This is an optimization exercise on Yosys and OpenROAD, whose aim is small area, not a production implementation. At most, simulation tests tie the RTL to the original design; equivalence was not proved. Power figures rest on the tool's default switching activity, not on a simulated workload.

Design double_ended_stack_allocator_core, start of the top module:
module double_ended_stack_allocator_core #(
	parameter int SIZE_BITS = desa_pkg::SIZE_BITS_DEF
) (
	input  logic                             clk,
	input  logic                             arst_n,
	input  logic                             cmd_valid,
	output logic                             cmd_ready,
	input  logic [desa_pkg::CMD_W-1:0]       cmd_command,
	input  logic [desa_pkg::NUM_W-1:0]       cmd_num_bytes,
	input  logic [desa_pkg::TIER_W-1:0]      cmd_tier,
	output logic                             res_valid,
	input  logic                             res_ready,
	output logic [desa_pkg::STATUS_W-1:0]    res_status,
	output logic [desa_pkg::OFFSET_W-1:0]    res_offset,
	output logic [desa_pkg::FREE_W-1:0]      res_primary_free,
	output logic [desa_pkg::FREE_W-1:0]      res_frame_free,
	input  logic                             cfg_valid,
	output logic                             cfg_ready,
	input  logic [desa_pkg::CFG_IDX_W-1:0]   cfg_index,
	input  logic [desa_pkg::CFG_DATA_W-1:0]  cfg_data
);
For scale: ~1800 cells after synthesis, ~270 flip-flops, roughly 180 I/O pins.
==> flow/config.mk <==
export PLATFORM = sky130hd
export DESIGN_NAME = double_ended_stack_allocator_core
export DESIGN_NICKNAME = double_ended_stack_allocator_core
export VERILOG_FILES = /design/flow/design.v
export SDC_FILE = /design/flow/constraint.sdc
export NUM_CORES = 4
export LEC_CHECK = 0
export CAP_MARGIN = 20
export CORE_MARGIN = 2
export CORE_UTILIZATION = 60
export CTS_BUF_LIST = sky130_fd_sc_hd__clkbuf_8
export SLEW_MARGIN = 20
==> flow/constraint.sdc <==
create_clock -name core_clock -period 11.0 [get_ports {clk}]
set_input_delay 2.2000 -clock core_clock [delete_from_list [all_inputs] [get_ports {clk}]]
set_output_delay 2.2000 -clock core_clock [all_outputs]
set_load 0.01 [all_outputs]
run.sh (not shown) runs the stock make flow with config.mk's settings and CLKGATE_MAP_FILE= SYNTH_SCRIPT=/design/flow/synth_recipe.tcl, a recipe that flattens the netlist after the stock synthesis.
Then changed:
CORE_UTILIZATION = 40   (was 60)
CTS_BUF_LIST = sky130_fd_sc_hd__clkbuf_4   (was sky130_fd_sc_hd__clkbuf_8)
Outcome: Core utilization is lower by 23 points. Setup slack gets better by 0.21 ns. Cell count is higher by about 11%. Register-to-register slack gets better by 0.38 ns. Area after synthesis is unchanged. Sequential share of layout area is lower by 0.40 points. Fmax is higher by about 2%. Power is about the same. Clock power is lower by about 2%.
Function was not checked in any run of this note: the RTL went through the layout flow alone.

---

== run A ==
double_ended_stack_allocator_core, a different RTL version from the one above (not shown whole).
Size: roughly 17000 um2 of cells after synthesis.
==> flow/config.mk <==
export PLATFORM = sky130hd
export DESIGN_NAME = double_ended_stack_allocator_core
export DESIGN_NICKNAME = double_ended_stack_allocator_core
export VERILOG_FILES = /design/flow/design.v
export SDC_FILE = /design/flow/constraint.sdc
export NUM_CORES = 4
export LEC_CHECK = 0
export ABC_AREA = 1
export CAP_MARGIN = 20
export CORE_MARGIN = 2
export CORE_UTILIZATION = 40
export CTS_CLUSTER_DIAMETER = 100
export CTS_CLUSTER_SIZE = 24
export SLEW_MARGIN = 20
==> flow/constraint.sdc <==
create_clock -name core_clock -period 11.0 [get_ports {clk}]
set_input_delay 2.2000 -clock core_clock [delete_from_list [all_inputs] [get_ports {clk}]]
set_output_delay 2.2000 -clock core_clock [all_outputs]
set_load 0.01 [all_outputs]
standard.sh (not shown) runs the stock make flow with config.mk's settings and CLKGATE_MAP_FILE= SYNTH_SCRIPT=/design/flow/synth_recipe.tcl, a recipe that flattens the netlist after the stock synthesis.
==> flow/flow/run.sh <==
#!/bin/bash
# The standard layout (the standard.sh: standard synthesis, floorplan,
# power grid, placement, CTS, routing), with one change: the buffer that
# port buffering puts on every input and output port is the platform's
# smallest buffer, sky130_fd_sc_hd__buf_1, instead of the one the resizer
# picks by itself. Repair still resizes any port buffer that needs it.
set -euo pipefail
export BUFFER_PORTS_ARGS="-buffer_cell sky130_fd_sc_hd__buf_1"
bash standard.sh finish > standard.log 2>&1
diff inputs: run A => run B
- ABC_AREA no longer set, was 1
Notes after the runs:
- Run B finished end to end and its layout was clean on timing, DRC and antenna.
- Run A finished every stage and its layout cleared the timing, design-rule and antenna checks.
- [run B] power density over the cells fell about 5% relative to run A
- Compared run A against run B; register area within noise.
- Taking run B as 1.0, run A lands at 1.05 on global-route wire length before repair.
- Share of total power consumed by net switching, run A and run B: higher on run A
- The synthesized-area fraction occupied by ao, oa, aoi and oai cells number comes out higher for run A vs run B.
- Summary of the comparison: number of global-route vias before repair is lower in run B, relative to run A.
- Compared with run A, run B shows a lower total combinational power.
No functional check of the RTL was part of any run of this note.

---

The RTL this note starts from:
==> flow/design.v <==
`timescale 1ns / 1ps
package desa_pkg;
	localparam int SIZE_BITS_DEF = 32;
	localparam int CMD_W      = 4;
	localparam int NUM_W      = 32;
	localparam int TIER_W     = 2;
	localparam int STATUS_W   = 2;
	localparam int OFFSET_W   = 33;
	localparam int FREE_W     = 32;
	localparam int CFG_DATA_W = 32;
	localparam int CFG_IDX_W  = 1;
	localparam logic [CMD_W-1:0] CMD_ALLOC_PRI   = 4'd0;
	localparam logic [CMD_W-1:0] CMD_CLEAR_PRI   = 4'd1;
	localparam logic [CMD_W-1:0] CMD_FREE_FRONT  = 4'd2;
	localparam logic [CMD_W-1:0] CMD_FREE_REAR   = 4'd3;
	localparam logic [CMD_W-1:0] CMD_FREE_GLOBAL = 4'd4;
	localparam logic [CMD_W-1:0] CMD_SET_TIER    = 4'd5;
	localparam logic [CMD_W-1:0] CMD_ALLOC_CUR   = 4'd6;
	localparam logic [CMD_W-1:0] CMD_ALLOC_NEXT  = 4'd7;
	localparam logic [CMD_W-1:0] CMD_CLEAR_FRAME = 4'd8;
	localparam logic [CMD_W-1:0] CMD_SWAP        = 4'd9;
	localparam logic [TIER_W-1:0] TIER_GLOBAL = 2'd0;
	localparam logic [TIER_W-1:0] TIER_FRONT  = 2'd1;
	localparam logic [TIER_W-1:0] TIER_REAR   = 2'd2;
	localparam logic SIDE_FRONT = 1'b0;
	localparam logic SIDE_REAR  = 1'b1;
	localparam logic [STATUS_W-1:0] ST_OK      = 2'd0;
	localparam logic [STATUS_W-1:0] ST_NOSPACE = 2'd1;
	localparam logic [STATUS_W-1:0] ST_NOCFG   = 2'd2;
	localparam logic [CFG_IDX_W-1:0] REG_PRIMARY_SIZE = 1'd0;
	localparam logic [CFG_IDX_W-1:0] REG_FRAME_SIZE   = 1'd1;
	typedef struct packed {
		logic exec;     
		logic cfg_we;   
	} ctl_t;
endpackage
`timescale 1ns / 1ps
`timescale 1ns / 1ps
`timescale 1ns / 1ps
module double_ended_stack_allocator_core #(
	parameter int SIZE_BITS = desa_pkg::SIZE_BITS_DEF
) (
	input  logic                             clk,
	input  logic                             arst_n,
	input  logic                             cmd_valid,
	output logic                             cmd_ready,
	input  logic [desa_pkg::CMD_W-1:0]       cmd_command,
	input  logic [desa_pkg::NUM_W-1:0]       cmd_num_bytes,
	input  logic [desa_pkg::TIER_W-1:0]      cmd_tier,
	output logic                             res_valid,
	input  logic                             res_ready,
	output logic [desa_pkg::STATUS_W-1:0]    res_status,
	output logic [desa_pkg::OFFSET_W-1:0]    res_offset,
	output logic [desa_pkg::FREE_W-1:0]      res_primary_free,
	output logic [desa_pkg::FREE_W-1:0]      res_frame_free,
	input  logic                             cfg_valid,
	output logic                             cfg_ready,
	input  logic [desa_pkg::CFG_IDX_W-1:0]   cfg_index,
	input  logic [desa_pkg::CFG_DATA_W-1:0]  cfg_data
);
	typedef logic [31:0] w_t;
	localparam int ADD_BLK = 11;
	function automatic logic [32:0] add32(input logic [31:0] a, input logic [31:0] b,
			input logic ci);
		logic [32:0] s;
		logic [31:0] r;
		logic cb, c, pp;
		cb = ci;
		for (int lo = 0; lo < 32; lo += ADD_BLK) begin
			c = (lo == 0) ? ci : 1'b0;
			for (int i = lo; i < lo + ADD_BLK && i < 32; i++) begin
				r[i] = a[i] ^ b[i] ^ c;
				c = (a[i] & b[i]) | (c & (a[i] ^ b[i]));
			end
			if (lo == 0) begin
				for (int i = lo; i < lo + ADD_BLK && i < 32; i++) s[i] = r[i];
				cb = c;
			end else begin
				pp = 1'b1;
				for (int i = lo; i < lo + ADD_BLK && i < 32; i++) begin
					s[i] = r[i] ^ (cb & pp);
					pp = pp & r[i];
				end
				cb = c | (cb & pp);
			end
		end
		s[32] = cb;
		add32 = s;
	endfunction
	w_t   psize_q, fsize_q, global_q, front_q, rear_q, ffront_q, frear_q;
	logic [1:0] tier_q;
	logic side_q;
	logic valid_q;
	logic pnz_q, fnz_q;
	logic [1:0] st_q;
	w_t   off_q;
	logic ofr_q;
	logic exec;
	assign cmd_ready = !valid_q || res_ready;
	assign res_valid = valid_q;
	assign cfg_ready = 1'b1;
	assign exec      = cmd_valid && cmd_ready;
	always_ff @(posedge clk or negedge arst_n) begin
		if (!arst_n) valid_q <= 1'b0;
		else if (exec) valid_q <= 1'b1;
		else if (res_ready) valid_q <= 1'b0;
	end
	logic c_apri, c_clr, c_ffront, c_frear, c_fglob, c_tier, c_afrm, c_cfrm, c_swap;
	assign c_apri   = cmd_command == 4'd0;
	assign c_clr    = cmd_command == 4'd1;
	assign c_ffront = cmd_command == 4'd2;
	assign c_frear  = cmd_command == 4'd3;
	assign c_fglob  = cmd_command == 4'd4;
	assign c_tier   = cmd_command == 4'd5;
	assign c_afrm   = cmd_command[3:1] == 3'b011;
	assign c_cfrm   = cmd_command == 4'd8;
	assign c_swap   = cmd_command == 4'd9;
	logic pcfg, fcfg, cfg_nz;
	assign pcfg   = pnz_q;
	assign fcfg   = fnz_q;
	assign cfg_nz = |cfg_data;
	w_t proom, froom;
	assign proom = w_t'(add32(rear_q, ~front_q, 1'b1));
	assign froom = w_t'(add32(frear_q, ~ffront_q, 1'b1));
	assign res_primary_free = pcfg ? proom : '0;
	assign res_frame_free   = fcfg ? froom : '0;
	logic aside, t_rear, t_glob, use_rear;
	assign aside    = side_q ^ cmd_command[0];
	assign t_rear   = tier_q[1];
	assign t_glob   = ~tier_q[1] & ~tier_q[0];
	assign use_rear = c_afrm ? aside : t_rear;
	w_t room, a_in, sum;
	assign room = c_afrm ? froom : proom;
	always_comb begin
		case ({c_afrm, use_rear})
			2'b00:   a_in = front_q;
			2'b01:   a_in = ~rear_q;
			2'b10:   a_in = ffront_q;
			default: a_in = ~frear_q;
		endcase
	end
	assign sum = w_t'(add32(a_in, cmd_num_bytes, 1'b0));
	logic nospace, nocfg, alloc, ok;
	assign alloc   = c_apri | c_afrm;
	assign nocfg   = c_afrm ? ~fcfg : ~pcfg;
	assign nospace = cmd_num_bytes > room;
	assign ok      = alloc & ~nocfg & ~nospace;
	logic pri_ok, frm_ok;
	assign pri_ok = exec & c_apri & pcfg & ~nospace;
	assign frm_ok = exec & c_afrm & fcfg & ~nospace;
	always_ff @(posedge clk) begin
		if (exec) begin
			st_q  <= alloc ? {nocfg, ~nocfg & nospace} : 2'b00;
			off_q <= ok ? (use_rear ? ~sum : a_in) : '0;
			ofr_q <= ok & c_afrm & pnz_q;
		end
	end
	assign res_status = st_q;
	assign res_offset = add32(off_q, ofr_q ? psize_q : 32'd0, 1'b0);
	logic pcfg_we, fcfg_we;
	assign pcfg_we = cfg_valid & ~cfg_index[0];
	assign fcfg_we = cfg_valid &  cfg_index[0];
	w_t psize_d, fsize_d;
	assign psize_d = pcfg_we ? cfg_data : psize_q;
	assign fsize_d = fcfg_we ? cfg_data : fsize_q;
	logic p_zero, p_rear_sz, p_front_gl;
	assign p_zero     = pcfg_we | (exec & c_clr);
	assign p_rear_sz  = pcfg_we | (exec & (c_clr | c_frear | c_fglob));
	assign p_front_gl = exec & (c_ffront | c_fglob | (c_tier & cmd_tier == 2'd0));
	always_ff @(posedge clk or negedge arst_n) begin
		if (!arst_n) pnz_q <= 1'b0;
		else if (pcfg_we) pnz_q <= cfg_nz;
	end
	always_ff @(posedge clk) psize_q <= psize_d;
	always_ff @(posedge clk) begin
		if (p_zero) global_q <= '0;
		else if (pri_ok & t_glob) global_q <= sum;
		if (p_zero) front_q <= '0;
		else if (p_front_gl) front_q <= global_q;
		else if (pri_ok & ~t_rear) front_q <= sum;
		if (p_rear_sz) rear_q <= psize_d;
		else if (pri_ok & t_rear) rear_q <= ~sum;
		if (pcfg_we) tier_q <= 2'd0;
		else if (exec & c_tier & cmd_tier != 2'd3) tier_q <= cmd_tier;
	end
	logic f_front0, f_rear_sz;
	assign f_front0  = fcfg_we | (exec & (c_cfrm | (c_swap & fcfg & ~side_q)));
	assign f_rear_sz = fcfg_we | (exec & (c_cfrm | (c_swap & fcfg & side_q)));
	always_ff @(posedge clk or negedge arst_n) begin
		if (!arst_n) fnz_q <= 1'b0;
		else if (fcfg_we) fnz_q <= cfg_nz;
	end
	always_ff @(posedge clk) fsize_q <= fsize_d;
	always_ff @(posedge clk) begin
		if (f_front0) ffront_q <= '0;
		else if (frm_ok & ~aside) ffront_q <= sum;
		if (f_rear_sz) frear_q <= fsize_d;
		else if (frm_ok & aside) frear_q <= ~sum;
		if (fcfg_we) side_q <= 1'b0;
		else if (exec & c_swap & fcfg) side_q <= ~side_q;
	end
endmodule
export LEC_CHECK = 0
export CAP_MARGIN = 20
export CORE_MARGIN = 2
export CORE_UTILIZATION = 40
export CTS_BUF_LIST = sky130_fd_sc_hd__clkbuf_8 sky130_fd_sc_hd__clkbuf_16
export CTS_CLUSTER_DIAMETER = 100
export CTS_CLUSTER_SIZE = 24
export SLEW_MARGIN = 20
create_clock -name core_clock -period 11.0 [get_ports {clk}]
Scripts as last shown in full above: flow/flow/run.sh
Next try:
==> flow/flow/run.sh (replaced) <==
#!/bin/bash
set -euo pipefail
export BUFFER_PORTS_ARGS="-buffer_cell sky130_fd_sc_hd__buf_1"
export RECOVER_POWER=100
bash standard.sh finish > standard.log 2>&1
--- a/flow/config.mk
+++ b/flow/config.mk
@@ -10,3 +10,2 @@
 export CORE_UTILIZATION = 40
-export CTS_BUF_LIST = sky130_fd_sc_hd__clkbuf_8 sky130_fd_sc_hd__clkbuf_16
 export CTS_CLUSTER_DIAMETER = 100
After rerunning:
- Now the flow ran to the end with violations: capacitance limit, slew limit
- routed wire length hardly moves
- design area went down by 0.54%
- maximum frequency went down by 3.0%
- count of clock-buffer cells in the layout went up by 7
- worst hold slack barely changes
- total power barely changes
- cell count stays the same
- clock power went up by about 1%
- via count went up by 0.58%

---

## willow
RTL: the design.v shown in full above, as it stands there.
export LEC_CHECK = 0
export CAP_MARGIN = 20
export CORE_MARGIN = 2
export CORE_UTILIZATION = 55
export CTS_CLUSTER_DIAMETER = 100
export CTS_CLUSTER_SIZE = 24
export PLACE_DENSITY = 0.7
export SLEW_MARGIN = 20
create_clock -name core_clock -period 11.0 [get_ports {clk}]
==> flow/flow/run.sh <==
#!/bin/bash
# The standard layout (the standard.sh: standard synthesis, floorplan,
# power grid, placement, CTS, routing), with one change: the buffer that
# port buffering puts on every input and output port is the platform's
# smallest buffer, sky130_fd_sc_hd__buf_1, instead of the one the resizer
# picks by itself. Repair still resizes any port buffer that needs it.
set -euo pipefail
export BUFFER_PORTS_ARGS="-buffer_cell sky130_fd_sc_hd__buf_1"
bash standard.sh finish > standard.log 2>&1
Inputs modified between willow and yarrow:
-- flow/config.mk --
<<< willow, line 8
export CAP_MARGIN = 20
>>> yarrow, line 8
export CAP_MARGIN = 0
<<< willow, line 10
export CORE_UTILIZATION = 55
>>> yarrow, line 10
export CORE_UTILIZATION = 40
<<< willow, line 13
export PLACE_DENSITY = 0.7
export SLEW_MARGIN = 20
>>> yarrow, line 13
export SLEW_MARGIN = 0
## What came out
Via count (lower): yarrow
The count of clock-net buffers in the final layout of yarrow is higher than that of willow.
Summary — combined buffer and inverter count along the critical path, yarrow relative to willow: higher, by 1.
willow ended up with sky130_fd_sc_hd__nor2_2 as its worst-path cell with the longest stage delay; yarrow ended up with sky130_fd_sc_hd__edfxtp_1.
Clock power share, yarrow and willow, lower one = willow.
willow → yarrow: non-clock inverter count in the final layout about even; switching part of the total power rose 0.29 points; worst supply voltage drop on vdd fell 20 uV; die area rose 37%; instance count after placement with tap cells included rose 6.4%.
Higher post-route fraction of the period consumed by the critical path goes to willow over yarrow.

[re-timing with driven ports]
The flow's constraints put no driver on any port. The routed layouts listed below were extracted and timed again, unchanged, in two steps. Step 1, drivers: a clkbuf_16 drives clk and a buf_2 each remaining input, both assumed. Step 2 moves the port delays by t, midway between the first and last clock arrival at a register: inputs arrive t later, outputs are due t later. That takes back most of the time a late clock gives input paths. Slacks: ideal ports / drivers / drivers and shift; pairs: ideal ports / drivers.
run | t (ns) | slack for setup (ns) | hold slack, ns
the first run of note 1 | 0.612 | 0.670 / 0.670 / 0.252 | 0.458 / 0.458 / 0.458
the second run of note 1 | 0.763 | 0.877 / 0.824 / 0.206 | 0.457 / 0.457 / 0.457
run A | 0.574 | 1.978 / 1.978 / 1.701 | 0.477 / 0.477 / 0.477
run B | 0.548 | 1.996 / 1.944 / 1.671 | 0.467 / 0.467 / 0.467
the first run of note 3 | 0.542 | 1.204 / 1.151 / 0.813 | 0.469 / 0.469 / 0.469
the second run of note 3 | 0.540 | 0.900 / 0.847 / 0.494 | 0.469 / 0.469 / 0.469
willow | 0.554 | 1.072 / 1.072 / 0.832 | 0.469 / 0.469 / 0.469
yarrow | 0.557 | 1.208 / 1.154 / 0.850 | 0.471 / 0.471 / 0.471
For the second run of note 1, which loses most, drivers alone change the setup slack by -0.053 ns; drivers and shift together by -0.671 ns.
